What follows belongs to an exercise in optimizing a design on an open flow for small area, a short achievable clock period and few clock cycles per item; a production flow would make more cautious choices. In this exercise RTL edits were held to simulation tests only and were not proved equivalent to the original. Power and IR drop assume default switching activity.

### flow/design.v
package mem_pkg;
    localparam int MEM_DATA_W = 16;
    localparam int MEM_ADDR_W = 8;
    typedef enum logic [1:0] {
        S_IDLE,
        S_WAIT,
        S_RESP
    } state_t;
    localparam logic OP_RD = 1'b0;
    localparam logic OP_WR = 1'b1;
endpackage
module mem_rd_aoi3 (
    input  logic s0, s1, s2,
    input  logic d0, d1, d2,
    output logic y_n
);
    assign y_n = ~((s0 & d0) | (s1 & d1) | (s2 & d2));
endmodule
module mem_wr_ao22 (
    input  logic q, wn,
    input  logic w, d,
    output logic y
);
    assign y = (q & wn) | (w & d);
endmodule
module mem_resp_ram #(
    parameter int DATA_W = 16,
    parameter int DEPTH  = 256
) (
    input  logic              clk,
    input  logic [15:0]       we_grp,
    input  logic [DEPTH-1:0]  rsel,
    input  logic [DATA_W-1:0] din,
    output logic [DATA_W-1:0] dout
);
    localparam int NB   = 8;                      
    localparam int NT   = DEPTH / 3;              
    localparam int NGRP = NT + ((DEPTH % 3) != 0 ? 1 : 0);
    logic [DATA_W-1:0] mem_q [DEPTH];
    logic [DATA_W-1:0] grp_n [NGRP];
    logic [DATA_W-1:0] part_n_q [NB];
    logic [DATA_W-1:0] dout_d;
    logic [DEPTH-1:0]  wsel, wsel_n;
    logic [DATA_W-1:0] mem_d [DEPTH];
    always_comb begin
        for (int r = 0; r < DEPTH; r++) begin
            wsel[r] = rsel[r] & we_grp[r / 16];
        end
        wsel_n = ~wsel;
    end
    for (genvar r = 0; r < DEPTH; r++) begin : g_row
        for (genvar b = 0; b < DATA_W; b++) begin : g_bit
            mem_wr_ao22 u_wr (
                .q  (mem_q[r][b]), .wn (wsel_n[r]),
                .w  (wsel[r]),     .d  (din[b]),
                .y  (mem_d[r][b])
            );
        end
    end
    always_ff @(posedge clk) begin
        for (int r = 0; r < DEPTH; r++) begin
            mem_q[r] <= mem_d[r];
        end
    end
    for (genvar g = 0; g < NT; g++) begin : g_grp
        for (genvar b = 0; b < DATA_W; b++) begin : g_bit
            mem_rd_aoi3 u_aoi (
                .s0 (rsel[3*g]),       .s1 (rsel[3*g+1]),       .s2 (rsel[3*g+2]),
                .d0 (mem_q[3*g][b]),   .d1 (mem_q[3*g+1][b]),   .d2 (mem_q[3*g+2][b]),
                .y_n(grp_n[g][b])
            );
        end
    end
    if (NGRP > NT) begin : g_rest
        always_comb begin
            grp_n[NT] = '1;
            for (int r = 3 * NT; r < DEPTH; r++) begin
                grp_n[NT] = grp_n[NT] & ~(mem_q[r] & {DATA_W{rsel[r]}});
            end
        end
    end
    always_ff @(posedge clk) begin
        for (int k = 0; k < NB; k++) begin
            logic [DATA_W-1:0] all_n;
            all_n = '1;
            for (int g = 0; g < NGRP; g++) begin
                if ((g * NB) / NGRP == k) begin
                    all_n = all_n & grp_n[g];
                end
            end
            part_n_q[k] <= all_n;
        end
    end
    always_comb begin
        dout_d = '0;
        for (int k = 0; k < NB; k++) begin
            dout_d = dout_d | ~part_n_q[k];
        end
    end
    always_ff @(posedge clk) begin
        dout <= dout_d;
    end
endmodule
import mem_pkg::*;
module mem_responder #(
    parameter int DATA_W  = MEM_DATA_W,
    parameter int ADDR_W  = MEM_ADDR_W,
    parameter int DEPTH   = 256
) (
    input  logic              clk,
    input  logic              reset,
    input  logic              bus_read,
    input  logic              bus_write,
    input  logic [ADDR_W-1:0] bus_addr,
    input  logic [DATA_W-1:0] bus_wdata,
    output logic [DATA_W-1:0] bus_rdata,
    output logic              bus_rvalid,
    output logic              bus_wdone,
    output logic              bus_busy,
    output logic              bus_err
);
    logic              rd1_q, wr1_q;
    logic [ADDR_W-1:0] addr1_q;
    logic [DATA_W-1:0] wdata1_q;
    logic              rd2_q, wr2_q;
    logic [DEPTH-1:0]  row2_q;
    logic [15:0]       wrg2_q;
    logic [DATA_W-1:0] wdata2_q;
    logic              rd3_q, wr3_q;
    logic              rd4_q, wr4_q;
    logic              rd5_q, wr5_q;
    logic [DATA_W-1:0] ram_dout;
    logic [DATA_W-1:0] rdata5_q;
    always_ff @(posedge clk) begin
        if (reset) begin
            rd1_q <= 1'b0;
            wr1_q <= 1'b0;
            rd2_q <= 1'b0;
            wr2_q <= 1'b0;
            rd3_q <= 1'b0;
            wr3_q <= 1'b0;
            rd4_q <= 1'b0;
            wr4_q <= 1'b0;
            wrg2_q <= '0;
            rd5_q <= 1'b0;
            wr5_q <= 1'b0;
        end else begin
            rd1_q <= bus_read && !bus_write;
            wr1_q <= bus_write;
            rd2_q <= rd1_q;
            wr2_q <= wr1_q;
            rd3_q <= rd2_q;
            wr3_q <= wr2_q;
            rd4_q <= rd3_q;
            wr4_q <= wr3_q;
            for (int k = 0; k < 16; k++) begin
                wrg2_q[k] <= wr1_q && (addr1_q[7:4] == 4'(k));
            end
            rd5_q <= rd4_q;
            wr5_q <= wr4_q;
        end
    end
    always_ff @(posedge clk) begin
        addr1_q  <= bus_addr;
        wdata1_q <= bus_wdata;
    end
    always_ff @(posedge clk) begin
        for (int r = 0; r < DEPTH; r++) begin
            row2_q[r] <= (addr1_q == ADDR_W'(r));
        end
        wdata2_q <= wdata1_q;
    end
    mem_resp_ram #(
        .DATA_W (DATA_W),
        .DEPTH  (DEPTH)
    ) u_ram (
        .clk    (clk),
        .we_grp (wrg2_q),
        .rsel   (row2_q),
        .din    (wdata2_q),
        .dout   (ram_dout)
    );
    always_ff @(posedge clk) begin
        rdata5_q <= ram_dout;
    end
    assign bus_rdata  = rdata5_q;
    assign bus_rvalid = rd5_q;
    assign bus_wdone  = wr5_q;
    assign bus_busy   = 1'b0;
    assign bus_err    = 1'b0;
endmodule
### flow/run.sh
#!/bin/bash
# synth_recipe.tcl (not shown) runs the flow's synth.tcl, then flattens the netlist and writes it again
# the make line also repeats each setting of config.mk as NAME=value (left out here)
make -C /OpenROAD-flow-scripts/flow DESIGN_CONFIG=/design/flow/config.mk WORK_HOME=/design/flow/orfs CLKGATE_MAP_FILE= SYNTH_SCRIPT=/design/flow/synth_recipe.tcl finish
### flow/config.mk
export PLATFORM = sky130hd
export DESIGN_NAME = mem_responder
export DESIGN_NICKNAME = mem_responder
export VERILOG_FILES = /design/flow/design.v
export SDC_FILE = /design/flow/constraint.sdc
export NUM_CORES = 4
export LEC_CHECK = 0
export CAP_MARGIN = 20
export CORE_MARGIN = 2
export CORE_UTILIZATION = 65
export CTS_CLUSTER_DIAMETER = 150
export CTS_CLUSTER_SIZE = 28
export SETUP_SLACK_MARGIN = 3.0
export SLEW_MARGIN = 20
export SYNTH_HIERARCHICAL = 1
export SYNTH_MEMORY_MAX_BITS = 16384
### flow/constraint.sdc
create_clock -name core_clock -period 5.5 [get_ports {clk}]
set_input_delay 1.1000 -clock core_clock [delete_from_list [all_inputs] [get_ports {clk}]]
set_output_delay 1.1000 -clock core_clock [all_outputs]
set_load 0.01 [all_outputs]
==> summary.md, run 1 <==
| Metric | Value |
|---|---|
| Peak supply drop | `338 µV` |
| Crit path depth | `3` |
| Layout Area Growth over Synthesis | `6.62%` |
| CP Data Required Time | `6.20 ns` |
| Net Switching | `0.0109 W` |
| Worst path cell trace | `a222oi_1, nand4_1, nor3_1` |
| GRT Overall Usage | `39.6%` |
| Most common cell after layout, fill and taps aside | `dfxtp_1` |
| Global routing usage on met3 | `7.47%` |
| Largest net degree at the start of global routing | `149` |
| Final setup TNS | `0 ns` |
| Detailed placement HPWL | `288,000 µm` |
| Mean post-synth cell area | `12.9 µm²` |
| Nets | `11,700` |
| Via Count | `117,000` |
| Routability congestion estimate | `0.931` |
| Status | `no timing/DRC/antenna violations` |
| Max incr delay on CP | `0.80 ns` |
| Min Hold Slack | `0.328 ns` |
| Crit Path Max Fanout | `17` |
| Sequential Power Share | `66.1%` |
| Crit end category | `flip-flop` |
| Layout Utilization | `69.6%` |
| Final hold violation count | `0` |
| Hold Path Cell Cnt | `0` |
| Met1 Use GR | `56.9%` |
| Die height | `482 µm` |
| Delay-heaviest family, CP | `simple AND/OR/NAND/NOR gates` |
| R2R Path End | `u_ram.part_n_q[5][11]` |
| PwrDens | `319 mW/mm²` |
| Slew HR | `10.7%` |
| CTS sink cnt | `4,578` |
| Clock Skew | `0.0225 ns` |
| Synth unique cells | `29` |
| GR Overflow Total | `0` |
| Clk slew on worst S/H paths | `0.10 ns` |
| Drt first pass iters | `12` |
| Met2 Use GR | `58.9%` |
| FMAX | `0.385 GHz` |
| First-pass GRT wire length | `712,000 µm` |
| CP Launch Point | `row2_q[162]` |
| Top Ports | `48` |
| Pleak | `59.4 nW` |
| Finish-stage setup viols | `0` |
| CTS H-Tree Depth | `4` |
| Mapped Cells | `11,500` |
| Combinational fraction of design power | `1.8%` |
| DRC | `0` |
| Row cnt | `175` |
| Crit path to | `u_ram.part_n_q[5][11]` |
| Cts hold-fix bufs | `0` |
| Slew Viols, Final | `0` |
| Worst-Margin Slew | `1.34 ns` |
| DR WL/cell | `33.0 µm` |
| Synth top area share | `61.7%` |
| Fin crit share | `47.2%` |
| Maximum capacitance violations | `0` |
| Fillcell total | `16,200` |
| Core Region | `0.227 mm²` |
| Setup slack, reg-to-reg | `2.91 ns` |
| Die W | `482 µm` |
| Initial antenna violation count | `21` |
| Share of layout cells above drive strength 1 | `3.89%` |
| Most frequent cells in the layout | `4,542 x dfxtp_1, 4,096 x a22o_1, 1,360 x a222oi_1, 274 x nand4_1, 272 x nand2_1` |
| Most Crowded Layer GR | `met2` |
| Slowest-stage cell, CP | `a222oi_1` |
| Synth warn | `1,375` |
| Buf/Inv on CP | `0` |
| Register area share after synthesis | `61.7%` |
| Port Buffers | `45` |
| Number of routed nets with antenna violations | `0` |
| RSZ-0062 raised after global routing | `yes` |
| Top FF cell, synth | `dfxtp_1` |
| Clock power share | `32.1%` |
| Sw Ratio | `21.5%` |
| #FFs+latches synth | `4,578` |
| Initial DRC Count | `23,400` |
| Number of enable flip-flop cells after synthesis | `0` |
| Drt total wl | `487,000 µm` |
| Via/cell ratio | `7.92` |
| Clk root buf | `clkbuf_16` |
| Worst R2R Path Depth | `3` |
| Internal power | `0.0396 W` |
| Largest cells by area after synthesis | `dfxtp_1 62%, a22o_1 24%, a222oi_1 9.2%` |
| Die area | `0.232 mm²` |
| Post-synth top area cell | `dfxtp_1` |
| CTS Buffer Depth | `3` |
| FF-to-FF Start | `row2_q[162]` |
| Initial core utilization | `65.3%` |
| Worst hold path type | `flip-flop to flip-flop` |
| Kind of critical path | `flip-flop to flip-flop` |
| Vias in the first global route | `108,000` |
| Min Tclk post-route | `2.59 ns` |
| Synth Cell Area | `0.148 mm²` |
| Cts bufs inserted | `181` |
| Post-synth ARST share | `0%` |
| Critical Path AT | `3.29 ns` |
| Worst skew pair latency | `0.88 ns` |
| CTS tree | `yes` |
| Startpoint types | `flip-flop` |
==> Yosys stat by module (local to each module, per instance), excerpt <==
module | times used | cells inside
mem_responder | 1 | 720
mem_rd_aoi3 | 1360 | 1
mem_wr_ao22 | 4096 | 1
==> worst min-delay path by stage <==
stage	from	endpoint
after global placement	wdata1_q[9]	wdata2_q[9]
after CTS	wdata1_q[12]	wdata2_q[12]
after detailed placement	wdata1_q[12]	wdata2_q[12]
after global routing	u_ram.dout[1]	rdata5_q[1]
final	u_ram.dout[5]	rdata5_q[5]
after floorplan	wdata1_q[0]	wdata2_q[0]
==> metrics by stage <==
stage                     total power [W]  cells  setup slack (ns)  instance area (µm²)
after floorplan                    0.0344  11500              3.63               148000
after global placement             0.0350  14500              2.46               153000
after detailed placement           0.0350  14500              2.45               153000
after CTS                          0.0504  14700              2.77               158000
after global routing               0.0516  14800              2.91               158000
final                              0.0504  14800              2.91               158000
==> cell type report <==
type                    count  area, µm²  share of cell area, %
flip-flops and latches   4578      91700                   58.0
multi-input cells        6588      55400                   35.0
clock buffers             197       4800                   3.03
well taps                3009       3760                   2.38
repair buffers            114       1230                  0.776
inverters                 257       1200                  0.759
diodes                     35       87.6                 0.0553
clock inverters             2       25.0                 0.0158
==> what timing repair did <==
action,4_1_cts,5_1_grt
endpoints found under the hold margin,0,0
gates resized for setup,95,85
endpoints found under the setup margin,952,1486
buffers inserted,1,3
gates cloned,0,0
pin swaps,1,7
==> registers in the layout, summed over array words and instances, names as in the netlist, 8 cells and up <==
signal and count:
wdata2_q 16, wdata1_q 16, u_ram.mem_q 4096, rdata5_q 16
addr1_q 8, u_ram.part_n_q 128, wrg2_q 16, u_ram.dout 16
row2_q 256
==> cell usage after synthesis, types with 2 or more instances <==
cell type  number
a2111oi_0       7
a2111oi_4       9
a222oi_1     1360
a22o_1       4096
buf_2          40
buf_4           3
buf_6          10
clkbuf_1       29
clkbuf_2       16
dfxtp_1      4578
inv_1         257
nand2_1       288
nand3_1       112
nand4_1       274
nand4b_1        8
nand4bb_1      12
nor2_1        255
nor2_2         15
nor2_4          2
nor2b_1         8
nor3_1        112
or2_2          16
or4_4           2
or4b_1          6
or4b_4          2
==> worst reg2reg max path, stage by stage, from the launching register on <==
cell,delay [ns]
dfxtp_1,0.53
a222oi_1,0.80
nand4_1,0.34
nor3_1,0.76
==> layer usage <==
layer	vias up	part of all wire [%]	wire length, µm
li1	49500	-	-
met1	58700	40	195000
met2	7881	44	216000
met3	903	11	54900
met4	8	4.3	21100
met5	-	0.0099	48
==> cell families (layout without fill, tap and decap cells) <==
family                 Yosys count  after routing  synth area share (%)
other                            1             37               0.00253
AOI/OAI and AO/OA             5472           5472                  33.6
buffers and inverters          356            570                  1.01
DFF                           4578           4578                  61.7
and+or+nand+nor               1114           1114                  3.68
==> power by group through the flow <==
stage | registers (W) | logic (W) | clock network [W]
2_1_floorplan | 0.0343 | 0.000130 | 0
3_3_place_gp | 0.0341 | 0.000842 | 0
3_5_place_dp | 0.0341 | 0.000865 | 0
4_1_cts | 0.0334 | 0.000865 | 0.0162
5_1_grt | 0.0334 | 0.000896 | 0.0174
6_report | 0.0334 | 0.000894 | 0.0162
Testbench counts, summed over its fixed seeds: cycles 24,040, items 24,000.
==> inputs of run 2 (changes only) <==
--- a/flow/design.v
+++ b/flow/design.v
@@ -23,6 +23,18 @@
 );
     assign y = (q & wn) | (w & d);
 endmodule
+module mem_wsel_and (
+    input  logic a, b,
+    output logic y
+);
+    assign y = a & b;
+endmodule
+module mem_wsel_nand (
+    input  logic a, b,
+    output logic y_n
+);
+    assign y_n = ~(a & b);
+endmodule
 module mem_resp_ram #(
     parameter int DATA_W = 16,
     parameter int DEPTH  = 256
@@ -42,11 +54,9 @@
     logic [DATA_W-1:0] dout_d;
     logic [DEPTH-1:0]  wsel, wsel_n;
     logic [DATA_W-1:0] mem_d [DEPTH];
-    always_comb begin
-        for (int r = 0; r < DEPTH; r++) begin
-            wsel[r] = rsel[r] & we_grp[r / 16];
-        end
-        wsel_n = ~wsel;
+    for (genvar r = 0; r < DEPTH; r++) begin : g_wsel
+        mem_wsel_and  u_w  (.a (rsel[r]), .b (we_grp[r / 16]), .y   (wsel[r]));
+        mem_wsel_nand u_wn (.a (rsel[r]), .b (we_grp[r / 16]), .y_n (wsel_n[r]));
     end
     for (genvar r = 0; r < DEPTH; r++) begin : g_row
         for (genvar b = 0; b < DATA_W; b++) begin : g_bit
--- a/flow/config.mk
+++ b/flow/config.mk
@@ -10,7 +10,7 @@
 export CORE_UTILIZATION = 65
 export CTS_CLUSTER_DIAMETER = 150
 export CTS_CLUSTER_SIZE = 28
-export SETUP_SLACK_MARGIN = 3.0
+export SETUP_SLACK_MARGIN = 3.2
 export SLEW_MARGIN = 20
 export SYNTH_HIERARCHICAL = 1
 export SYNTH_MEMORY_MAX_BITS = 16384
==> summary.md, run 2 <==
| Metric | Value |
|---|---|
| Max incr delay on CP | `0.42 ns (-0.38 ns)` |
| DRC | `0 (unchanged)` |
| Worst path cell trace | `buf_6` |
| Placed cell areas | `0.154 mm² (+0.52%)` |
| Slowest-stage cell, CP | `dfxtp_4` |
| Port Buffers | `45 (unchanged)` |
| Fin crit share | `45.5% (-1.7 points)` |
| Slew HR | `19.5% (+8.8 points)` |
| Status | `no timing/DRC/antenna violations` |
| Number of enable flip-flop cells after synthesis | `0 (unchanged)` |
| PwrDens | `318 mW/mm² (-0.38%)` |
| Core Region | `0.227 mm² (about the same)` |
| Mean post-synth cell area | `13.0 µm² (+0.62%)` |
| DR WL/cell | `33.9 µm (+2.7%)` |
| CTS H-Tree Depth | `4 (unchanged)` |
| Regs by FF count | `u_ram.mem_q (4096), row2_q (256), u_ram.part_n_q (128)` |
| Initial core utilization | `65.5% (+0.16 points)` |
| R2R Path End | `u_ram.part_n_q[4][8]` |
| Crit path depth | `1 (-2)` |
| Peak supply drop | `322 µV (-4.9%)` |
| Die area | `0.233 mm² (+0.33%)` |
| Min Hold Slack | `0.329 ns (+0.000835 ns)` |
| FF-to-FF Start | `row2_q[147]` |
| Min Tclk post-route | `2.50 ns (-0.0912 ns)` |
| CP Launch Point | `rdata5_q[14]` |
| GRT Overall Usage | `40.5% (+0.93 points)` |
| Detailed placement HPWL | `301,000 µm (+4.3%)` |
| Nets | `11,800 (+0.25%)` |
| Worst R2R Path Depth | `3 (unchanged)` |
| Vias in the first global route | `109,000 (+0.56%)` |
| Clock Skew | `0.0261 ns (+0.00357 ns)` |
| Worst skew pair latency | `0.89 ns (about the same)` |
| Max FFs per register | `4,096 (unchanged)` |
| Synth warn | `1,375 (unchanged)` |
| Row cnt | `175 (unchanged)` |
| Internal power | `0.0396 W (about the same)` |
| Post-synth ARST share | `0% (unchanged)` |
| Crit path to | `bus_rdata[14]` |
| Post-synth top area cell | `dfxtp_1` |
| CTS sink cnt | `4,578 (unchanged)` |
| Finished Cell Area | `0.159 mm² (+0.40%)` |
| Number of routed nets with antenna violations | `0 (unchanged)` |
| Commonest cells post-synth | `4,578 x dfxtp_1, 4,096 x a22o_1, 1,360 x a222oi_1, 288 x nand2_1, 274 x nand4_1` |
| FMAX | `0.399 GHz (+3.6%)` |
| Simple-Gate Fraction of Synth Area | `4.75% (+1.1 points)` |
| Synth Area in XOR/XNOR | `0% (unchanged)` |
| Startpoint types | `flip-flop` |
| Maximum capacitance violations | `0 (unchanged)` |
| Die W | `483 µm (+0.17%)` |
| Share of layout cells above drive strength 1 | `3.60% (-0.29 points)` |
| Net Switching | `0.0109 W (+0.10%)` |
| Sw Ratio | `21.6% (about the same)` |
| Critical Path AT | `1.40 ns (-1.89 ns)` |
| Delay-heaviest family, CP | `flip-flops` |
| Most common cell after layout, fill and taps aside | `dfxtp_1` |
| Multiplexer share of the synthesized area | `0% (unchanged)` |
| Largest cells by area after synthesis | `dfxtp_1 62%, a22o_1 24%, a222oi_1 9.1%` |
| Crit end category | `primary output` |
| Sequential Power Share | `66.1% (about the same)` |
| Cts bufs inserted | `181 (unchanged)` |
| GR Overflow Total | `0 (unchanged)` |
| Via/cell ratio | `7.99 (+0.98%)` |
| Top Ports | `48 (unchanged)` |
| #FFs+latches synth | `4,578 (unchanged)` |
| Finish-stage setup viols | `0 (unchanged)` |
| First-pass GRT wire length | `727,000 µm (+2.0%)` |
| Main combinational cell family by area after synthesis | `compound AO/OA/AOI/OAI gates` |
| Worst setup margin | `3.00 ns (+0.0912 ns)` |
| Via Count | `118,000 (+1.1%)` |
| Kind of critical path | `flip-flop to primary output` |
| Drt total wl | `501,000 µm (+2.8%)` |
| Die height | `483 µm (+0.17%)` |
| Most common cell in the netlist | `dfxtp_1` |
| Crit Path Max Fanout | `1 (-16)` |
| Routability congestion estimate | `0.928 (-0.35%)` |
| CTS tree | `yes` |
| Largest net degree at the start of global routing | `145 (-2.7%)` |
| Initial antenna violation count | `35 (+67%)` |
| Final setup TNS | `0 ns (unchanged)` |
| Initial DRC Count | `23,200 (-1.0%)` |
| Worst-Margin Slew | `1.21 ns (-0.131 ns)` |
| Buf/Inv on CP | `1 (+1)` |
| Largest reg by FF count | `u_ram.mem_q` |
| Final hold violation count | `0 (unchanged)` |
| Slew Viols, Final | `0 (unchanged)` |
| Clock power share | `32.1% (about the same)` |
| Drt first pass iters | `12 (unchanged)` |
| Synth Area in Adders | `0% (unchanged)` |
| Clk root buf | `clkbuf_16` |
| CP Data Required Time | `4.40 ns (-1.80 ns)` |
| Most frequent cells in the layout | `4,531 x dfxtp_1, 4,096 x a22o_1, 1,360 x a222oi_1, 288 x nand2_1, 274 x nand4_1` |
| Clk slew on worst S/H paths | `0.10 ns (about the same)` |
| Register area share after synthesis | `61.5% (-0.21 points)` |
| Synth unique cells | `29 (unchanged)` |
| Mapped Cells | `11,500 (-0.28%)` |
| Combinational fraction of design power | `1.8% (about the same)` |
| Complex-gate fraction of the synthesized area | `33.5% (-0.10 points)` |
| Synth Cell Area | `0.149 mm² (+0.34%)` |
| Setup WS pre-CTS | `2.77 ns (+0.319 ns)` |
| RSZ-0062 raised after global routing | `yes` |
| Synth top area share | `61.5% (-0.21 points)` |
| Layout Area Growth over Synthesis | `6.68% (about the same)` |
| Setup slack, reg-to-reg | `3.12 ns (+0.21 ns)` |
| Pleak | `58.2 nW (-2.0%)` |
| CTS Buffer Depth | `3 (unchanged)` |
| Top FF cell, synth | `dfxtp_1` |
| Worst hold path type | `flip-flop to flip-flop` |
## run 2: cell count changes after synthesis, sizes merged
| cell | previous run | this run |
|---|---|---|
| and2 | 0 | 256 |
| buf | 54 | 38 |
| clkbuf | 45 | 29 |
| inv | 257 | 1 |
## run 2: per-module statistics from Yosys, one instance, submodules excluded, a selection
module         cells inside  area, µm²
mem_wsel_and              1       6.26
mem_wsel_nand             1       3.75
mem_responder           720       8610
mem_rd_aoi3               1       10.0
mem_wr_ao22               1       8.76
## run 2: worst min-delay path by stage
stage          cells after the start           end    startpoint  slack, ns
2_1_floorplan                      0   wdata2_q[0]   wdata1_q[0]       0.31
3_3_place_gp                       0  wdata2_q[13]  wdata1_q[13]       0.31
3_5_place_dp                       0   wdata2_q[2]   wdata1_q[2]       0.31
4_1_cts                            0   wdata2_q[2]   wdata1_q[2]       0.33
5_1_grt                            0   wdata2_q[9]   wdata1_q[9]       0.34
6_report                           0   wdata2_q[5]   wdata1_q[5]       0.33
## run 2: final cells by class
type	instances	area (µm²)
flip-flops and latches	4578	91800
inverters	1	3.75
repair buffers	143	1430
well taps	3009	3760
clock inverters	2	25.0
clock buffers	195	4790
fillers	16100	68600
diodes	21	52.6
multi-input cells	6844	57000
## run 2: cells by family after synthesis
kind of cell,Yosys count
AO/OA/AOI/OAI,5472
flip-flops,4578
AND/OR/NAND/NOR,1370
buffers and inverters,68
other,1
## run 2: through the flow
step                total power, W  std cells  utilization (%)
global placement            0.0350      14600             67.6
detailed placement          0.0350      14600             67.6
CTS                         0.0504      14800             69.7
global route                0.0516      14800             69.8
finish                      0.0505      14800             69.8
floorplan                   0.0344      11500                -
## run 2: timing repair
| action | CTS | global route |
|---|---|---|
| hold buffers | 0 | 0 |
| gates resized for setup | 95 | 30 |
| pin swaps | 14 | 17 |
| setup endpoints to repair | 298 | 550 |
| buffers inserted | 3 | 12 |
## run 2: per-layer routing
layer	track usage, %	vias to the layer above	wire [µm]
li1	-	49900	-
met1	57.0	59300	199000
met2	59.7	7981	219000
met3	7.60	1106	54100
met4	20.9	24	29400
met5	0	-	201
## run 2: power by group through the flow
| stage | registers (W) | clock network [W] | logic, W |
|---|---|---|---|
| 3_5_place_dp | 0.0341 | 0 | 0.000867 |
| 5_1_grt | 0.0334 | 0.0173 | 0.000898 |
| 4_1_cts | 0.0334 | 0.0162 | 0.000869 |
| 6_report | 0.0334 | 0.0162 | 0.000899 |
| 3_3_place_gp | 0.0341 | 0 | 0.000844 |
| 2_1_floorplan | 0.0343 | 0 | 0.000127 |
Testbench counts of run 2, summed over its fixed seeds: cycles 24,040, items 24,000.
==> inputs of run 3 (changes only) <==
--- a/flow/config.mk
+++ b/flow/config.mk
@@ -10,7 +10,7 @@
 export CORE_UTILIZATION = 65
 export CTS_CLUSTER_DIAMETER = 150
 export CTS_CLUSTER_SIZE = 28
-export SETUP_SLACK_MARGIN = 3.2
+export SETUP_SLACK_MARGIN = 3.0
 export SLEW_MARGIN = 20
 export SYNTH_HIERARCHICAL = 1
 export SYNTH_MEMORY_MAX_BITS = 16384
==> summary.md, run 3 <==
| Metric | Value |
|---|---|
| Status | `no timing/DRC/antenna violations` |
| Crit Path Max Fanout | `18 (+17)` |
| Synth top area share | `61.5% (unchanged)` |
| Vias in the first global route | `109,000 (-0.0055%)` |
| Die height | `483 µm (unchanged)` |
| Synth warn | `1,375 (unchanged)` |
| Met2 Use GR | `59.7% (about the same)` |
| Regs by FF count | `u_ram.mem_q (4096), row2_q (256), u_ram.part_n_q (128)` |
| Final setup TNS | `0 ns (unchanged)` |
| First-pass GRT wire length | `727,000 µm (about the same)` |
| Synth Cell Area | `0.149 mm² (unchanged)` |
| Initial core utilization | `65.5% (unchanged)` |
| Pleak | `58.1 nW (-0.18%)` |
| Max FFs per register | `4,096 (unchanged)` |
| Finish-stage setup viols | `0 (unchanged)` |
| DR WL/cell | `33.9 µm (about the same)` |
| Core Region | `0.227 mm² (unchanged)` |
| Most Crowded Layer GR | `met2` |
| FMAX | `0.395 GHz (-1.1%)` |
| Kind of critical path | `flip-flop to flip-flop` |
| FF-to-FF Start | `row2_q[3]` |
| Number of routed nets with antenna violations | `0 (unchanged)` |
| Largest net degree at the start of global routing | `145 (unchanged)` |
| Die area | `0.233 mm² (unchanged)` |
| Commonest cells post-synth | `4,578 x dfxtp_1, 4,096 x a22o_1, 1,360 x a222oi_1, 288 x nand2_1, 274 x nand4_1` |
| Placed cell areas | `0.154 mm² (unchanged)` |
| Drt total wl | `500,000 µm (-0.11%)` |
| CTS Buffer Depth | `3 (unchanged)` |
| Number of enable flip-flop cells after synthesis | `0 (unchanged)` |
| Routability congestion estimate | `0.928 (unchanged)` |
| Simple-Gate Fraction of Synth Area | `4.75% (unchanged)` |
| CTS tree | `yes` |
| Post-synth top area cell | `dfxtp_1` |
| Synth unique cells | `29 (unchanged)` |
| GRT Overall Usage | `40.5% (about the same)` |
| Largest cells by area after synthesis | `dfxtp_1 62%, a22o_1 24%, a222oi_1 9.1%` |
| Global routing usage on met3 | `7.55% (-0.055 points)` |
| Final hold violation count | `0 (unchanged)` |
| Worst hold start | `wdata1_q[5]` |
| Setup slack, reg-to-reg | `2.97 ns (-0.15 ns)` |
| Nets | `11,800 (-0.12%)` |
| Drt first pass iters | `13 (+1)` |
| Most common cell in the netlist | `dfxtp_1` |
| Clk slew on worst S/H paths | `0.10 ns (about the same)` |
| Main combinational cell family by area after synthesis | `compound AO/OA/AOI/OAI gates` |
| Clk root buf | `clkbuf_16` |
| Critical Path AT | `3.27 ns (+1.87 ns)` |
| Min Tclk post-route | `2.53 ns (+0.0281 ns)` |
| Maximum capacitance violations | `0 (unchanged)` |
| PwrDens | `318 mW/mm² (+0.17%)` |
| Mapped Cells | `11,500 (unchanged)` |
| Die W | `483 µm (unchanged)` |
| Complex-gate fraction of the synthesized area | `33.5% (unchanged)` |
| GR Overflow Total | `0 (unchanged)` |
| Synth Area in Adders | `0% (unchanged)` |
| Synth Area in XOR/XNOR | `0% (unchanged)` |
| Worst skew pair latency | `0.90 ns (about the same)` |
| Hold Path Cell Cnt | `0 (unchanged)` |
| Met1 Use GR | `57.1% (+0.067 points)` |
| Post-synth ARST share | `0% (unchanged)` |
| CTS sink cnt | `4,578 (unchanged)` |
| Crit end category | `flip-flop` |
| Initial DRC Count | `23,200 (+0.15%)` |
| WHS Endpoint | `wdata2_q[5]` |
| Share of layout cells above drive strength 1 | `3.24% (-0.36 points)` |
| Clock Skew | `0.0262 ns (+0.000118 ns)` |
| Worst-Margin Slew | `1.24 ns (+0.0335 ns)` |
| Peak supply drop | `320 µV (-0.74%)` |
| RSZ-0062 raised after global routing | `yes` |
| Detailed placement HPWL | `301,000 µm (unchanged)` |
| Cts bufs inserted | `181 (unchanged)` |
| Worst R2R Path Depth | `3 (unchanged)` |
| Layout Area Growth over Synthesis | `6.51%` |
| Top Ports | `48 (unchanged)` |
| Most common cell after layout, fill and taps aside | `dfxtp_1` |
| Via/cell ratio | `8.00 (about the same)` |
| Row cnt | `175 (unchanged)` |
| CP Data Required Time | `6.24 ns (+1.84 ns)` |
| Via Count | `118,000 (-0.036%)` |
| Slew HR | `17.2% (-2.2 points)` |
| Top FF cell, synth | `dfxtp_1` |
| Largest reg by FF count | `u_ram.mem_q` |
| CTS H-Tree Depth | `4 (unchanged)` |
| Multiplexer share of the synthesized area | `0% (unchanged)` |
| Most frequent cells in the layout | `4,550 x dfxtp_1, 4,096 x a22o_1, 1,360 x a222oi_1, 288 x nand2_1, 274 x nand4_1` |
| DRC | `0 (unchanged)` |
| #FFs+latches synth | `4,578 (unchanged)` |
| Port Buffers | `45 (unchanged)` |
| Slew Viols, Final | `0 (unchanged)` |
| Fin crit share | `46.0% (+0.51 points)` |
| Finished Cell Area | `0.159 mm² (-0.17%)` |
| Register area share after synthesis | `61.5% (unchanged)` |
| Mean post-synth cell area | `13.0 µm² (unchanged)` |
| Initial antenna violation count | `32 (-8.6%)` |
| Startpoint types | `flip-flop` |
| Worst hold path type | `flip-flop to flip-flop` |
| R2R Path End | `u_ram.part_n_q[0][2]` |
==> run 3: cell counts after synthesis <==
Identical to the previous run, type by type.
==> run 3: modules after synthesis, one instance, submodules excluded, excerpt <==
| module | area (µm²) | cells inside | flip-flops and latches |
|---|---|---|---|
| mem_responder | 8610 | 720 | 338 |
| mem_wr_ao22 | 8.76 | 1 | 0 |
| mem_rd_aoi3 | 10.0 | 1 | 0 |
| mem_wsel_nand | 3.75 | 1 | 0 |
| mem_wsel_and | 6.26 | 1 | 0 |
==> run 3: logic make-up (layout without fill, tap and decap cells) <==
family | after synthesis | count (layout)
AO/OA/AOI/OAI | 5472 | 5472
flip-flops | 4578 | 4578
AND/OR/NAND/NOR | 1370 | 1370
buffers and inverters | 68 | 327
other | 1 | 18
==> run 3: per-stage QoR <==
step           instances  hold WS [ns]  worst slack [ns]  total power [W]  util (%)
6_report           14800         0.330              2.97           0.0505      69.7
5_1_grt            14800         0.337              2.96           0.0516      69.7
2_1_floorplan      11500         0.309              3.63           0.0344         -
4_1_cts            14800         0.331              2.94           0.0504      69.7
3_5_place_dp       14600         0.312              2.77           0.0350      67.6
3_3_place_gp       14600         0.310              2.79           0.0350      67.6
==> run 3: final cells by class <==
cell class / instances / area, µm²
Antenna cell: 16 / 40.0
Clock buffer: 195 / 4790
Clock inverter: 2 / 25.0
Fill cell: 16200 / 68900
Inverter: 1 / 3.75
Multi-Input combinational cell: 6844 / 57000
Sequential cell: 4578 / 91700
Tap cell: 3009 / 3760
Timing Repair Buffer: 129 / 1290
==> run 3: worst max path at each step <==
stage                           end  slack (ns)  cells past startpoint          from
2_1_floorplan     u_ram.mem_q[0][0]        3.63                      1   wdata2_q[0]
3_3_place_gp              wrg2_q[8]        2.79                      3         reset
3_5_place_dp              wrg2_q[5]        2.77                      3         reset
4_1_cts               bus_rdata[14]        2.94                      1  rdata5_q[14]
5_1_grt               bus_rdata[14]        2.96                      1  rdata5_q[14]
6_report       u_ram.part_n_q[0][2]        2.97                      3     row2_q[3]
==> run 3: per-layer routing <==
metal	up-vias	routed length [µm]
li1	49800	-
met1	59200	197000
met2	8144	218000
met3	1073	56400
met4	20	29100
met5	-	130
==> run 3: report_power, final <==
part	total (W)	internal (W)	switching, W	leakage (nW)
Clock	0.0162	0.00625	0.00994	2.37
Sequential	0.0334	0.0332	0.000187	36.9
Combinational	0.000895	0.000144	0.000751	18.9
Total	0.0505	0.0396	0.0109	58.1
==> run 3: worst max-delay path, stage by stage, from the launching register on <==
cell and delay [ns]:
dfxtp_1 0.54, a222oi_1 0.88, nand4_1 0.41, nor3_1 0.54
==> run 3: timing repair <==
| action | in CTS | in global routing |
|---|---|---|
| gates resized for setup | 80 | 1 |
| pin swaps | 1 | 4 |
| endpoints found under the hold margin | 0 | 0 |
| buffers inserted | 1 | 0 |
| hold buffers | 0 | 0 |
| gates cloned | 0 | 0 |
| endpoints found under the setup margin | 29 | 4 |
==> inputs of run 4 (changes only) <==
--- a/flow/design.v
+++ b/flow/design.v
@@ -40,7 +40,7 @@
     parameter int DEPTH  = 256
 ) (
     input  logic              clk,
-    input  logic [15:0]       we_grp,
+    input  logic [31:0]       we_grp,
     input  logic [DEPTH-1:0]  rsel,
     input  logic [DATA_W-1:0] din,
     output logic [DATA_W-1:0] dout
@@ -55,8 +55,8 @@
     logic [DEPTH-1:0]  wsel, wsel_n;
     logic [DATA_W-1:0] mem_d [DEPTH];
     for (genvar r = 0; r < DEPTH; r++) begin : g_wsel
-        mem_wsel_and  u_w  (.a (rsel[r]), .b (we_grp[r / 16]), .y   (wsel[r]));
-        mem_wsel_nand u_wn (.a (rsel[r]), .b (we_grp[r / 16]), .y_n (wsel_n[r]));
+        mem_wsel_and  u_w  (.a (rsel[r]), .b (we_grp[r / 8]), .y   (wsel[r]));
+        mem_wsel_nand u_wn (.a (rsel[r]), .b (we_grp[r / 8]), .y_n (wsel_n[r]));
     end
     for (genvar r = 0; r < DEPTH; r++) begin : g_row
         for (genvar b = 0; b < DATA_W; b++) begin : g_bit
@@ -134,7 +134,7 @@
     logic [DATA_W-1:0] wdata1_q;
     logic              rd2_q, wr2_q;
     logic [DEPTH-1:0]  row2_q;
-    logic [15:0]       wrg2_q;
+    logic [31:0]       wrg2_q;
     logic [DATA_W-1:0] wdata2_q;
     logic              rd3_q, wr3_q;
     logic              rd4_q, wr4_q;
@@ -163,8 +163,8 @@
             wr3_q <= wr2_q;
             rd4_q <= rd3_q;
             wr4_q <= wr3_q;
-            for (int k = 0; k < 16; k++) begin
-                wrg2_q[k] <= wr1_q && (addr1_q[7:4] == 4'(k));
+            for (int k = 0; k < 32; k++) begin
+                wrg2_q[k] <= wr1_q && (addr1_q[7:3] == 5'(k));
             end
             rd5_q <= rd4_q;
             wr5_q <= wr4_q;
--- a/flow/config.mk
+++ b/flow/config.mk
@@ -10,7 +10,7 @@
 export CORE_UTILIZATION = 65
 export CTS_CLUSTER_DIAMETER = 150
 export CTS_CLUSTER_SIZE = 28
-export SETUP_SLACK_MARGIN = 3.0
+export SETUP_SLACK_MARGIN = 3.2
 export SLEW_MARGIN = 20
 export SYNTH_HIERARCHICAL = 1
 export SYNTH_MEMORY_MAX_BITS = 16384
==> summary.md, run 4 <==
| Metric | Value |
|---|---|
| Status | `no timing/DRC/antenna violations` |
| Die W | `483 µm (+0.11%)` |
| Nets | `11,800 (+0.31%)` |
| Most Crowded Layer GR | `met2` |
| Clk root buf | `clkbuf_16` |
| Largest reg by FF count | `u_ram.mem_q` |
| Slew HR | `23.3% (+6.1 points)` |
| Commonest cells post-synth | `4,594 x dfxtp_1, 4,096 x a22o_1, 1,360 x a222oi_1, 288 x nand2_1, 288 x nor2_1` |
| Drt first pass iters | `13 (unchanged)` |
| Slew Viols, Final | `0 (unchanged)` |
| Maximum capacitance violations | `0 (unchanged)` |
| Final hold violation count | `0 (unchanged)` |
| Delay-heaviest family, CP | `flip-flops` |
| RSZ-0062 raised after global routing | `yes` |
| Fillcell total | `16,100 (-0.25%)` |
| Largest net degree at the start of global routing | `135 (-6.9%)` |
| Via Count | `118,000 (-0.047%)` |
| CTS Buffer Depth | `3 (unchanged)` |
| First-pass GRT wire length | `731,000 µm (+0.55%)` |
| Post-synth ARST share | `0% (unchanged)` |
| Cts hold-fix bufs | `0 (unchanged)` |
| DR WL/cell | `33.8 µm (-0.18%)` |
| Drt total wl | `500,000 µm (about the same)` |
| Mean post-synth cell area | `13.0 µm² (about the same)` |
| Regs by FF count | `u_ram.mem_q (4096), row2_q (256), u_ram.part_n_q (128)` |
| Mapped Cells | `11,500 (+0.30%)` |
| CTS H-Tree Depth | `4 (unchanged)` |
| Peak supply drop | `392 µV (+23%)` |
| Initial antenna violation count | `26 (-19%)` |
| Combinational fraction of design power | `1.7% (about the same)` |
| Max incr delay on CP | `0.32 ns (-0.56 ns)` |
| Fin crit share | `44.1% (-2.0 points)` |
| Net Switching | `0.0109 W (about the same)` |
| Top Ports | `48 (unchanged)` |
| Most frequent cells in the layout | `4,569 x dfxtp_1, 4,096 x a22o_1, 1,360 x a222oi_1, 288 x nand2_1, 287 x nor2_1` |
| Die area | `0.233 mm² (+0.22%)` |
| Die height | `483 µm (+0.11%)` |
| Startpoint types | `flip-flop` |
| Reg area | `0.0920 mm² (+0.34%)` |
| Slowest-stage cell, CP | `dfxtp_1` |
| Sw Ratio | `21.5% (-0.040 points)` |
| Placed Cells | `14,600 (+0.23%)` |
| Most common cell in the netlist | `dfxtp_1` |
| Area of the multi-input gates | `0.0570 mm² (about the same)` |
| Met2 Use GR | `59.0% (-0.70 points)` |
| Row cnt | `175 (unchanged)` |
| Critical Path AT | `1.32 ns (-1.95 ns)` |
| Setup WS pre-CTS | `2.43 ns (-0.342 ns)` |
| Kind of critical path | `flip-flop to primary output` |
| Clock power share | `32.1% (about the same)` |
| Met1 Use GR | `57.1% (about the same)` |
| Finish-stage setup viols | `0 (unchanged)` |
| Top FF cell, synth | `dfxtp_1` |
| Min Tclk post-route | `2.42 ns (-0.108 ns)` |
| #FFs+latches synth | `4,594 (+0.35%)` |
| Tot Pwr | `0.0505 W (+0.18%)` |
| Register area share after synthesis | `61.6% (+0.079 points)` |
| CTS tree | `yes` |
| Vias in the first global route | `110,000 (+1.1%)` |
| Synth top area share | `61.6% (+0.079 points)` |
| Clk slew on worst S/H paths | `0.11 ns (about the same)` |
| Initial core utilization | `65.5% (about the same)` |
| Port Buffers | `45 (unchanged)` |
| Routability congestion estimate | `0.912 (-1.7%)` |
| Crit end category | `primary output` |
| Pleak | `58.3 nW (+0.30%)` |
| Buf/Inv on CP | `1 (+1)` |
| Number of enable flip-flop cells after synthesis | `0 (unchanged)` |
| Crit Path Max Fanout | `1 (-17)` |
| Via/cell ratio | `7.98 (-0.22%)` |
| Final setup TNS | `0 ns (unchanged)` |
| CP Data Required Time | `4.40 ns (-1.84 ns)` |
| Worst hold path type | `flip-flop to flip-flop` |
| Core Region | `0.228 mm² (+0.19%)` |
| Synth warn | `1,375 (unchanged)` |
| Clock Skew | `0.0348 ns (+0.00863 ns)` |
| Cts bufs inserted | `182 (+0.55%)` |
| PwrDens | `318 mW/mm² (-0.11%)` |
| Fin cells | `14,800 (+0.18%)` |
| Max FFs per register | `4,096 (unchanged)` |
| Worst path cell trace | `buf_2` |
| Largest cells by area after synthesis | `dfxtp_1 62%, a22o_1 24%, a222oi_1 9.1%` |
| Layout Utilization | `69.8% (+0.070 points)` |
| Share of layout cells above drive strength 1 | `3.11% (-0.13 points)` |
| Worst skew pair latency | `0.87 ns (-0.03 ns)` |
| Synth Cell Area | `0.149 mm² (+0.22%)` |
| GRT Overall Usage | `40.3% (-0.22 points)` |
| Synth unique cells | `26 (-10%)` |
| FMAX | `0.413 GHz (+4.5%)` |
| Global routing usage on met3 | `8.13% (+0.58 points)` |
| Worst setup margin | `3.08 ns (+0.108 ns)` |
| Internal power | `0.0397 W (+0.23%)` |
| CTS sink cnt | `4,594 (+0.35%)` |
| Detailed placement HPWL | `302,000 µm (+0.33%)` |
| Worst-Margin Slew | `1.15 ns (-0.0918 ns)` |
| Number of routed nets with antenna violations | `0 (unchanged)` |
| Initial DRC Count | `23,000 (-0.64%)` |
| GR Overflow Total | `0 (unchanged)` |
| Most common cell after layout, fill and taps aside | `dfxtp_1` |
| Post-synth top area cell | `dfxtp_1` |
| Layout Area Growth over Synthesis | `6.58% (about the same)` |
| Sequential Power Share | `66.2% (about the same)` |
| DRC | `0 (unchanged)` |
run 4: power by group through the flow:
stage / clock network (W) / logic (W) / registers, W
finish: 0.0162 / 0.000875 / 0.0335
global route: 0.0174 / 0.000876 / 0.0335
CTS: 0.0162 / 0.000841 / 0.0335
detailed placement: 0 / 0.000839 / 0.0342
global placement: 0 / 0.000815 / 0.0342
floorplan: 0 / 0.000109 / 0.0344
run 4: kinds of logic (layout without fill, tap and decap cells):
group	Yosys count	after routing	share of synthesized area (%)
AO/OA/AOI/OAI	5472	5472	33.4
buffers and inverters	69	328	0.251
flip-flops	4594	4594	61.6
other	1	9	0.00251
AND/OR/NAND/NOR	1388	1388	4.75
run 4: layer usage:
metal	vias up	wire, µm
li1	49900	-
met1	59200	200000
met2	7981	216000
met3	1082	57000
met4	20	27800
met5	-	163
run 4: final timing paths:
path	end	cells past startpoint	slack [ns]	startpoint
hold / removal	wdata2_q[1]	0	0.32	wdata1_q[1]
setup / recovery	bus_rdata[11]	1	3.08	rdata5_q[11]
hold reg to reg	wdata2_q[1]	0	0.32	wdata1_q[1]
setup reg to reg	row2_q[140]	2	3.10	addr1_q[7]
run 4: cell type report:
class                   count  share of cell area (%)
flip-flops and latches   4594                    57.9
multi-input cells        6862                    35.8
clock buffers             194                    3.01
well taps                3009                    2.37
repair buffers            132                   0.901
clock inverters             2                  0.0244
diodes                      7                  0.0110
run 4: stage by stage:
| stage | hold WS (ns) | instance area (µm²) |
|---|---|---|
| 3_3_place_gp | 0.311 | 154000 |
| 6_report | 0.318 | 159000 |
| 5_1_grt | 0.331 | 159000 |
| 3_5_place_dp | 0.312 | 154000 |
| 2_1_floorplan | 0.309 | 149000 |
| 4_1_cts | 0.322 | 159000 |
run 4: per-module statistics from Yosys, one instance, submodules excluded, a selection:
| module | flip-flops and latches | times used | cell area [µm²] |
|---|---|---|---|
| mem_wr_ao22 | 0 | 4096 | 8.76 |
| mem_rd_aoi3 | 0 | 1360 | 10.0 |
| mem_responder | 354 | 1 | 8940 |
| mem_wsel_nand | 0 | 256 | 3.75 |
| mem_wsel_and | 0 | 256 | 6.26 |
run 4: what timing repair did:
| action | in CTS | in global routing |
|---|---|---|
| pin swaps | 2 | 7 |
| cloned | 0 | 0 |
| setup endpoints to repair | 51 | 41 |
| setup buffers | 2 | 1 |
| gates resized for setup | 77 | 18 |
Testbench counts of run 4, summed over its fixed seeds: cycles 24,040, items 24,000.
==> inputs of run 5 (changes only) <==
--- a/flow/config.mk
+++ b/flow/config.mk
@@ -10,7 +10,7 @@
 export CORE_UTILIZATION = 65
 export CTS_CLUSTER_DIAMETER = 150
 export CTS_CLUSTER_SIZE = 28
-export SETUP_SLACK_MARGIN = 3.2
+export SETUP_SLACK_MARGIN = 3.0
 export SLEW_MARGIN = 20
 export SYNTH_HIERARCHICAL = 1
 export SYNTH_MEMORY_MAX_BITS = 16384
==> summary.md, run 5 <==
| Metric | Value |
|---|---|
| Status | `no timing/DRC/antenna violations` |
| DR WL/cell | `33.8 µm (about the same)` |
| Largest reg by FF count | `u_ram.mem_q` |
| Maximum capacitance violations | `0 (unchanged)` |
| Detailed placement HPWL | `302,000 µm (unchanged)` |
| Initial DRC Count | `23,400 (+1.5%)` |
| Top FF cell, synth | `dfxtp_1` |
| Placed Cells | `14,600 (unchanged)` |
| Combinational fraction of design power | `1.7% (about the same)` |
| Worst hold start | `wdata1_q[1]` |
| Row cnt | `175 (unchanged)` |
| Hold Path Cell Cnt | `0 (unchanged)` |
| First-pass GRT wire length | `731,000 µm (about the same)` |
| CTS Buffer Depth | `3 (unchanged)` |
| Worst setup margin | `3.02 ns (-0.0581 ns)` |
| Setup slack, reg-to-reg | `3.02 ns (-0.08 ns)` |
| Synth unique cells | `26 (unchanged)` |
| Finish-stage setup viols | `0 (unchanged)` |
| Buf/Inv on CP | `0 (-1)` |
| Fin crit share | `45.1% (+1.1 points)` |
| Largest net degree at the start of global routing | `135 (unchanged)` |
| Die area | `0.233 mm² (unchanged)` |
| FF-to-FF Start | `addr1_q[7]` |
| Synth Cell Area | `0.149 mm² (unchanged)` |
| Internal power | `0.0397 W (about the same)` |
| Critical Path AT | `3.24 ns (+1.92 ns)` |
| CTS sink cnt | `4,594 (unchanged)` |
| Area of the multi-input gates | `0.0570 mm² (about the same)` |
| Cts bufs inserted | `182 (unchanged)` |
| Mapped Cells | `11,500 (unchanged)` |
| Final hold violation count | `0 (unchanged)` |
| Drt first pass iters | `11 (-2)` |
| Worst skew pair latency | `0.87 ns (about the same)` |
| Clock Skew | `0.0341 ns (-0.000720 ns)` |
| Sequential Power Share | `66.2% (about the same)` |
| FMAX | `0.403 GHz (-2.3%)` |
| Number of routed nets with antenna violations | `0 (unchanged)` |
| Die height | `483 µm (unchanged)` |
| Most frequent cells in the layout | `4,576 x dfxtp_1, 4,096 x a22o_1, 1,360 x a222oi_1, 288 x nand2_1, 287 x nor2_1` |
| Largest cells by area after synthesis | `dfxtp_1 62%, a22o_1 24%, a222oi_1 9.1%` |
| Vias in the first global route | `110,000 (-0.035%)` |
| Peak supply drop | `391 µV (-0.36%)` |
| Slew HR | `22.3% (-1.0 points)` |
| Nets | `11,800 (-0.0085%)` |
| Startpoint types | `flip-flop` |
| Post-synth ARST share | `0% (unchanged)` |
| Fillcell total | `16,100 (+0.068%)` |
| GRT Overall Usage | `40.3% (about the same)` |
| Setup WS pre-CTS | `2.43 ns (unchanged)` |
| Synth top area share | `61.6% (unchanged)` |
| Clk root buf | `clkbuf_16` |
| Kind of critical path | `flip-flop to flip-flop` |
| WHS Endpoint | `wdata2_q[1]` |
| Post-synth top area cell | `dfxtp_1` |
| Worst R2R Path Depth | `2 (unchanged)` |
| Min Tclk post-route | `2.48 ns (+0.0581 ns)` |
| Worst hold path type | `flip-flop to flip-flop` |
| Routability congestion estimate | `0.912 (unchanged)` |
| Pleak | `58.3 nW (about the same)` |
| Initial antenna violation count | `25 (-3.8%)` |
| Top Ports | `48 (unchanged)` |
| Final setup TNS | `0 ns (unchanged)` |
| Commonest cells post-synth | `4,594 x dfxtp_1, 4,096 x a22o_1, 1,360 x a222oi_1, 288 x nand2_1, 288 x nor2_1` |
| Worst path cell trace | `or4b_1, nor2_1` |
| Layout Area Growth over Synthesis | `6.53% (about the same)` |
| #FFs+latches synth | `4,594 (unchanged)` |
| Sw Ratio | `21.5% (about the same)` |
| Most common cell after layout, fill and taps aside | `dfxtp_1` |
| Drt total wl | `500,000 µm (about the same)` |
| Cts hold-fix bufs | `0 (unchanged)` |
| Die W | `483 µm (unchanged)` |
| Max FFs per register | `4,096 (unchanged)` |
| Via Count | `118,000 (+0.025%)` |
| Port Buffers | `45 (unchanged)` |
| R2R Path End | `row2_q[140]` |
| GR Overflow Total | `0 (unchanged)` |
| DRC | `0 (unchanged)` |
| Synth warn | `1,375 (unchanged)` |
| Max incr delay on CP | `1.02 ns (+0.70 ns)` |
| Reg area | `0.0920 mm² (about the same)` |
| Initial core utilization | `65.5% (unchanged)` |
| Crit end category | `flip-flop` |
| CTS tree | `yes` |
| Slowest-stage cell, CP | `or4b_1` |
| RSZ-0062 raised after global routing | `no` |
| Most common cell in the netlist | `dfxtp_1` |
| Layout Utilization | `69.8% (about the same)` |
| Regs by FF count | `u_ram.mem_q (4096), row2_q (256), u_ram.part_n_q (128)` |
| CTS H-Tree Depth | `4 (unchanged)` |
| PwrDens | `318 mW/mm² (about the same)` |
| Core Region | `0.228 mm² (unchanged)` |
| Delay-heaviest family, CP | `simple AND/OR/NAND/NOR gates` |
| Net Switching | `0.0109 W (about the same)` |
| Mean post-synth cell area | `13.0 µm² (unchanged)` |
| Share of layout cells above drive strength 1 | `3.02% (-0.093 points)` |
| Worst-Margin Slew | `1.17 ns (+0.0155 ns)` |
| Fin cells | `14,800 (-0.034%)` |
| Clk slew on worst S/H paths | `0.10 ns (about the same)` |
| Crit Path Max Fanout | `18 (+17)` |
| Via/cell ratio | `7.99 (about the same)` |
| Clock power share | `32.1% (about the same)` |
| Number of enable flip-flop cells after synthesis | `0 (unchanged)` |
| Register area share after synthesis | `61.6% (unchanged)` |
| Slew Viols, Final | `0 (unchanged)` |
| CP Data Required Time | `6.26 ns (+1.86 ns)` |
-- run 5: worst max-delay path by stage --
stage,start,end,slack (ns),cells past startpoint
floorplan,reset,wrg2_q[14],3.60,4
global placement,reset,wrg2_q[19],1.72,3
detailed placement,reset,wrg2_q[18],2.43,3
CTS,addr1_q[3],row2_q[78],3.00,3
global route,row2_q[225],u_ram.part_n_q[6][10],3.00,3
finish,addr1_q[7],row2_q[140],3.02,2
-- run 5: cells by family after synthesis --
family	synth area share (%)
compound gates	33.4
buf+inv	0.251
flops	61.6
other cells	0.00251
simple gates	4.75
-- run 5: area by class of cell --
class / count / area share [%]
clock inverter: 2 / 0.0244
tap: 3009 / 2.37
antenna: 3 / 0.00472
clock buffer: 194 / 3.01
sequential: 4594 / 57.9
multi-input combinational: 6862 / 35.8
timing repair buffer: 131 / 0.870
-- run 5: worst register-to-register path: cells and delay by family (launching register included) --
family / cells / cell delay, ns
DFF: 1 / 0.87
and+or+nand+nor: 2 / 1.50
-- run 5: timing repair --
item	4_1_cts	5_1_grt
setup buffers	1	1
pin swaps	2	2
endpoints found under the setup margin	30	5
gates resized for setup	74	1
-- run 5: metal layers --
metal | vias to the layer above | track usage [%] | wire (µm)
li1 | 49900 | - | -
met3 | 1060 | 8.18 | 57600
met4 | 20 | 19.7 | 28200
met2 | 8018 | 59.0 | 215000
met5 | - | 0 | 167
met1 | 59200 | 57.0 | 199000
-- run 5: modules after synthesis (local to each module, per instance), excerpt --
module | copies in the design | flip-flops and latches | cells inside
mem_wsel_and | 256 | 0 | 1
mem_wsel_nand | 256 | 0 | 1
mem_rd_aoi3 | 1360 | 0 | 1
mem_responder | 1 | 354 | 755
mem_wr_ao22 | 4096 | 0 | 1
-- run 5: power groups by stage --
stage          Combinational, W  Clock (W)  Sequential, W
2_1_floorplan          0.000109          0         0.0344
3_3_place_gp           0.000815          0         0.0342
3_5_place_dp           0.000839          0         0.0342
4_1_cts                0.000841     0.0162         0.0335
5_1_grt                0.000876     0.0174         0.0335
6_report               0.000872     0.0162         0.0335
-- run 5: metrics by stage --
step / instance area [µm²] / hold slack (ns) / total power (W)
after CTS: 159000 / 0.322 / 0.0505
after global routing: 159000 / 0.331 / 0.0517
after global placement: 154000 / 0.311 / 0.0350
final: 159000 / 0.320 / 0.0505
after floorplan: 149000 / 0.309 / 0.0345
after detailed placement: 154000 / 0.312 / 0.0351
==> inputs of run 6 (changes only) <==
--- a/flow/design.v
+++ b/flow/design.v
@@ -16,31 +16,12 @@
 );
     assign y_n = ~((s0 & d0) | (s1 & d1) | (s2 & d2));
 endmodule
-module mem_wr_ao22 (
-    input  logic q, wn,
-    input  logic w, d,
-    output logic y
-);
-    assign y = (q & wn) | (w & d);
-endmodule
-module mem_wsel_and (
-    input  logic a, b,
-    output logic y
-);
-    assign y = a & b;
-endmodule
-module mem_wsel_nand (
-    input  logic a, b,
-    output logic y_n
-);
-    assign y_n = ~(a & b);
-endmodule
 module mem_resp_ram #(
     parameter int DATA_W = 16,
     parameter int DEPTH  = 256
 ) (
     input  logic              clk,
-    input  logic [31:0]       we_grp,
+    input  logic [15:0]       we_grp,
     input  logic [DEPTH-1:0]  rsel,
     input  logic [DATA_W-1:0] din,
     output logic [DATA_W-1:0] dout
@@ -52,24 +33,11 @@
     logic [DATA_W-1:0] grp_n [NGRP];
     logic [DATA_W-1:0] part_n_q [NB];
     logic [DATA_W-1:0] dout_d;
-    logic [DEPTH-1:0]  wsel, wsel_n;
-    logic [DATA_W-1:0] mem_d [DEPTH];
-    for (genvar r = 0; r < DEPTH; r++) begin : g_wsel
-        mem_wsel_and  u_w  (.a (rsel[r]), .b (we_grp[r / 8]), .y   (wsel[r]));
-        mem_wsel_nand u_wn (.a (rsel[r]), .b (we_grp[r / 8]), .y_n (wsel_n[r]));
-    end
-    for (genvar r = 0; r < DEPTH; r++) begin : g_row
-        for (genvar b = 0; b < DATA_W; b++) begin : g_bit
-            mem_wr_ao22 u_wr (
-                .q  (mem_q[r][b]), .wn (wsel_n[r]),
-                .w  (wsel[r]),     .d  (din[b]),
-                .y  (mem_d[r][b])
-            );
-        end
-    end
     always_ff @(posedge clk) begin
         for (int r = 0; r < DEPTH; r++) begin
-            mem_q[r] <= mem_d[r];
+            if (rsel[r] && we_grp[r / 16]) begin
+                mem_q[r] <= din;
+            end
         end
     end
     for (genvar g = 0; g < NT; g++) begin : g_grp
@@ -134,7 +102,7 @@
     logic [DATA_W-1:0] wdata1_q;
     logic              rd2_q, wr2_q;
     logic [DEPTH-1:0]  row2_q;
-    logic [31:0]       wrg2_q;
+    logic [15:0]       wrg2_q;
     logic [DATA_W-1:0] wdata2_q;
     logic              rd3_q, wr3_q;
     logic              rd4_q, wr4_q;
@@ -163,8 +131,8 @@
             wr3_q <= wr2_q;
             rd4_q <= rd3_q;
             wr4_q <= wr3_q;
-            for (int k = 0; k < 32; k++) begin
-                wrg2_q[k] <= wr1_q && (addr1_q[7:3] == 5'(k));
+            for (int k = 0; k < 16; k++) begin
+                wrg2_q[k] <= wr1_q && (addr1_q[7:4] == 4'(k));
             end
             rd5_q <= rd4_q;
             wr5_q <= wr4_q;
--- a/flow/config.mk
+++ b/flow/config.mk
@@ -10,7 +10,7 @@
 export CORE_UTILIZATION = 65
 export CTS_CLUSTER_DIAMETER = 150
 export CTS_CLUSTER_SIZE = 28
-export SETUP_SLACK_MARGIN = 3.0
+export SETUP_SLACK_MARGIN = 3.2
 export SLEW_MARGIN = 20
 export SYNTH_HIERARCHICAL = 1
 export SYNTH_MEMORY_MAX_BITS = 16384
==> summary.md, run 6 <==
| Metric | Value |
|---|---|
| Slew Viols, Final | `0 (unchanged)` |
| Largest reg by FF count | `u_ram.mem_q` |
| Drt first pass iters | `10 (-1)` |
| Slowest-stage cell, CP | `dfxtp_2` |
| Cts bufs inserted | `181 (-0.55%)` |
| Maximum capacitance violations | `0 (unchanged)` |
| Fin cells | `10,700 (-28%)` |
| DRC | `0 (unchanged)` |
| Final setup TNS | `0 ns (unchanged)` |
| Worst skew pair latency | `0.87 ns (about the same)` |
| Regs by FF count | `u_ram.mem_q (4096), row2_q (256), u_ram.part_n_q (128)` |
| Delay-heaviest family, CP | `flip-flops` |
| Pleak | `49.4 nW (-15%)` |
| Die area | `0.239 mm² (+2.6%)` |
| Mean post-synth cell area | `21.4 µm² (+65%)` |
| CTS H-Tree Depth | `4 (unchanged)` |
| Fillcell total | `14,700 (-9.0%)` |
| PwrDens | `340 mW/mm² (+6.9%)` |
| RSZ-0062 raised after global routing | `yes` |
| Number of routed nets with antenna violations | `0 (unchanged)` |
| Worst path cell trace | `buf_6` |
| Clock Skew | `0.0305 ns (-0.00355 ns)` |
| Detailed placement HPWL | `228,000 µm (-24%)` |
| Via Count | `79,200 (-33%)` |
| Crit end category | `primary output` |
| Worst-Margin Slew | `1.40 ns (+0.233 ns)` |
| Clk slew on worst S/H paths | `0.11 ns (about the same)` |
| Initial core utilization | `65.2% (-0.25 points)` |
| Share of layout cells above drive strength 1 | `5.00% (+2.0 points)` |
| Final hold violation count | `0 (unchanged)` |
| Most common cell after layout, fill and taps aside | `edfxtp_1` |
| Top Ports | `48 (unchanged)` |
| Worst hold path type | `flip-flop to flip-flop` |
| Most frequent cells in the layout | `4,096 x edfxtp_1, 1,360 x a222oi_1, 448 x dfxtp_1, 274 x nand4_1` |
| Buf/Inv on CP | `1 (+1)` |
| Largest cells by area after synthesis | `edfxtp_1 80%, a222oi_1 8.9%, dfxtp_1 6.3%` |
| Worst R2R Path Depth | `2 (unchanged)` |
| DR WL/cell | `36.2 µm (+7.2%)` |
| WHS Endpoint | `wdata2_q[10]` |
| Nets | `7,400 (-37%)` |
| CP Launch Point | `rdata5_q[3]` |
| FMAX | `0.409 GHz (+1.6%)` |
| Register area share after synthesis | `86.6% (+25 points)` |
| Initial antenna violation count | `30 (+20%)` |
| Clk root buf | `clkbuf_16` |
| Worst hold start | `wdata1_q[10]` |
| Critical Path AT | `1.34 ns (-1.90 ns)` |
| Peak supply drop | `373 µV (-4.6%)` |
| Setup slack, reg-to-reg | `3.23 ns (+0.21 ns)` |
| Mapped Cells | `7,153 (-38%)` |
| Largest net degree at the start of global routing | `170 (+26%)` |
| Initial DRC Count | `16,300 (-30%)` |
| Max FFs per register | `4,096 (unchanged)` |
| FF-to-FF Start | `addr1_q[7]` |
| #FFs+latches synth | `4,578 (-0.35%)` |
| First-pass GRT wire length | `539,000 µm (-26%)` |
| Routability congestion estimate | `0.837 (-8.2%)` |
| Synth warn | `1,374 (-0.073%)` |
| Number of enable flip-flop cells after synthesis | `4,096 (+4,096)` |
| Post-synth top area cell | `edfxtp_1` |
| Slew HR | `6.77% (-16 points)` |
| Hold Path Cell Cnt | `0 (unchanged)` |
| Status | `no timing/DRC/antenna violations` |
| Top FF cell, synth | `edfxtp_1` |
| Die height | `489 µm (+1.3%)` |
| Crit Path Max Fanout | `1 (-17)` |
| Drt total wl | `388,000 µm (-22%)` |
| GRT Overall Usage | `31.9% (-8.4 points)` |
| CTS tree | `yes` |
| Min Tclk post-route | `2.44 ns (-0.0396 ns)` |
| Min Hold Slack | `0.326 ns (+0.00630 ns)` |
| Kind of critical path | `flip-flop to primary output` |
| Max incr delay on CP | `0.37 ns (-0.65 ns)` |
| Port Buffers | `45 (unchanged)` |
| Finish-stage setup viols | `0 (unchanged)` |
| Fin crit share | `44.4% (-0.72 points)` |
| Layout Area Growth over Synthesis | `6.75%` |
| CTS Buffer Depth | `3 (unchanged)` |
| CP Data Required Time | `4.40 ns (-1.86 ns)` |
| Synth Cell Area | `0.153 mm² (+2.6%)` |
| Die W | `489 µm (+1.3%)` |
| Vias in the first global route | `73,100 (-33%)` |
| Placed Cells | `10,300 (-29%)` |
| Post-synth ARST share | `0% (unchanged)` |
| Placed cell areas | `0.158 mm² (+2.4%)` |
| Synth top area share | `80.3% (+19 points)` |
| CTS sink cnt | `4,578 (-0.35%)` |
| Commonest cells post-synth | `4,096 x edfxtp_1, 1,360 x a222oi_1, 482 x dfxtp_1, 274 x nand4_1` |
| Startpoint types | `flip-flop` |
| Via/cell ratio | `7.40 (-7.4%)` |
| Finished Cell Area | `0.163 mm² (+2.8%)` |
| R2R Path End | `row2_q[136]` |
| GR Overflow Total | `0 (unchanged)` |
| Most common cell in the netlist | `edfxtp_1` |
| Synth unique cells | `30 (+15%)` |
| Row cnt | `178 (+1.7%)` |
| Core Region | `0.235 mm² (+3.0%)` |
run 6: cell type report:
cell class	count	area [µm²]	area share [%]
timing repair buffer	118	1250	0.768
clock inverter	3	33.8	0.0207
clock buffer	332	5270	3.22
multi-input combinational	2492	20100	12.3
inverter	1	3.75	0.00230
antenna	37	92.6	0.0566
tap	3150	3940	2.41
sequential	4578	133000	81.2
run 6: metrics by stage:
stage	setup slack, ns	total power (W)	utilization (%)
floorplan	3.64	0.0392	-
global placement	2.74	0.0399	67.3
finish	3.06	0.0555	69.6
global route	3.01	0.0569	69.6
detailed placement	2.77	0.0400	67.3
CTS	3.00	0.0557	69.6
run 6: logic make-up after synthesis:
kind of cell | after synthesis | share of synthesized area (%)
simple gates | 1114 | 3.99
other cells | 1 | 0.00245
compound gates | 1376 | 9.09
flops | 4578 | 86.6
buf+inv | 84 | 0.289
run 6: where the power goes:
part           total, W  internal, W  switching (W)
clock            0.0163      0.00657        0.00976
combinational   0.00102     0.000212       0.000809
sequential       0.0382       0.0379       0.000275
run 6: timing repair:
| item | 4_1_cts | 5_1_grt |
|---|---|---|
| gates resized for setup | 100 | 8 |
| pin swaps | 1 | 3 |
| setup endpoints to repair | 39 | 21 |
| hold buffers | 0 | 0 |
| setup buffers | 2 | 0 |
run 6: worst max-delay path by stage:
stage                   end  cells past startpoint  slack, ns
6_report       bus_rdata[3]                      1       3.06
5_1_grt        bus_rdata[3]                      1       3.01
4_1_cts        bus_rdata[3]                      1       3.00
3_5_place_dp      wrg2_q[9]                      3       2.77
3_3_place_gp     wrg2_q[13]                      3       2.74
2_1_floorplan         wr2_q                      4       3.64
run 6: per-layer routing:
layer / wire length [µm] / part of all wire, % / vias up / global-route usage (%)
li1: - / - / 32700 / -
met1: 154000 / 40 / 41300 / 49.4
met2: 182000 / 47 / 4761 / 48.4
met4: 11400 / 2.9 / 12 / 9.10
met5: 61 / 0.016 / - / 0
met3: 41100 / 11 / 449 / 4.62
run 6: per-module statistics from Yosys (local to each module, per instance), a selection:
module | flip-flops and latches | copies in the design | cell area, µm² | cells inside
mem_responder | 338 | 1 | 8610 | 720
mem_rd_aoi3 | 0 | 1360 | 10.0 | 1
Testbench counts of run 6, summed over its fixed seeds: cycles 24,040, items 24,000.

port drivers added, routing unchanged:
No port has a modelled driver above. Below, the same layouts with a new extraction and two added sets of constraints. Step 1 assumes that a clkbuf_16 drives the clock port and a buf_2 every other input. Step 2 also shifts input and output timing later by t, the mid clock arrival at the registers, as if the neighbouring blocks saw the same clock. a / b / c = ideal / step 1 / step 2; a / b = the first two.
| run | shift t [ns] | setup slack, ns | worst setup path at the end | slew at the worst register clock pin (ns) |
|---|---|---|---|---|
| run 1 | 0.966 | 2.905 / 2.905 / 2.347 | input to register | 0.11 / 0.11 |
| run 2 | 0.963 | 2.996 / 2.913 / 2.744 | input to register | 0.11 / 0.11 |
| run 3 | 0.967 | 2.968 / 2.905 / 2.754 | input to register | 0.11 / 0.11 |
| run 4 | 0.962 | 3.076 / 2.977 / 2.411 | input to register | 0.11 / 0.11 |
| run 5 | 0.961 | 3.018 / 2.978 / 2.414 | input to register | 0.11 / 0.11 |
| run 6 | 0.951 | 3.058 / 2.961 / 2.760 | input to register | 0.11 / 0.11 |
After both steps every run listed still meets setup and hold. For run 4, which loses most, drivers alone change the setup slack by -0.099 ns; drivers and shift together by -0.665 ns.
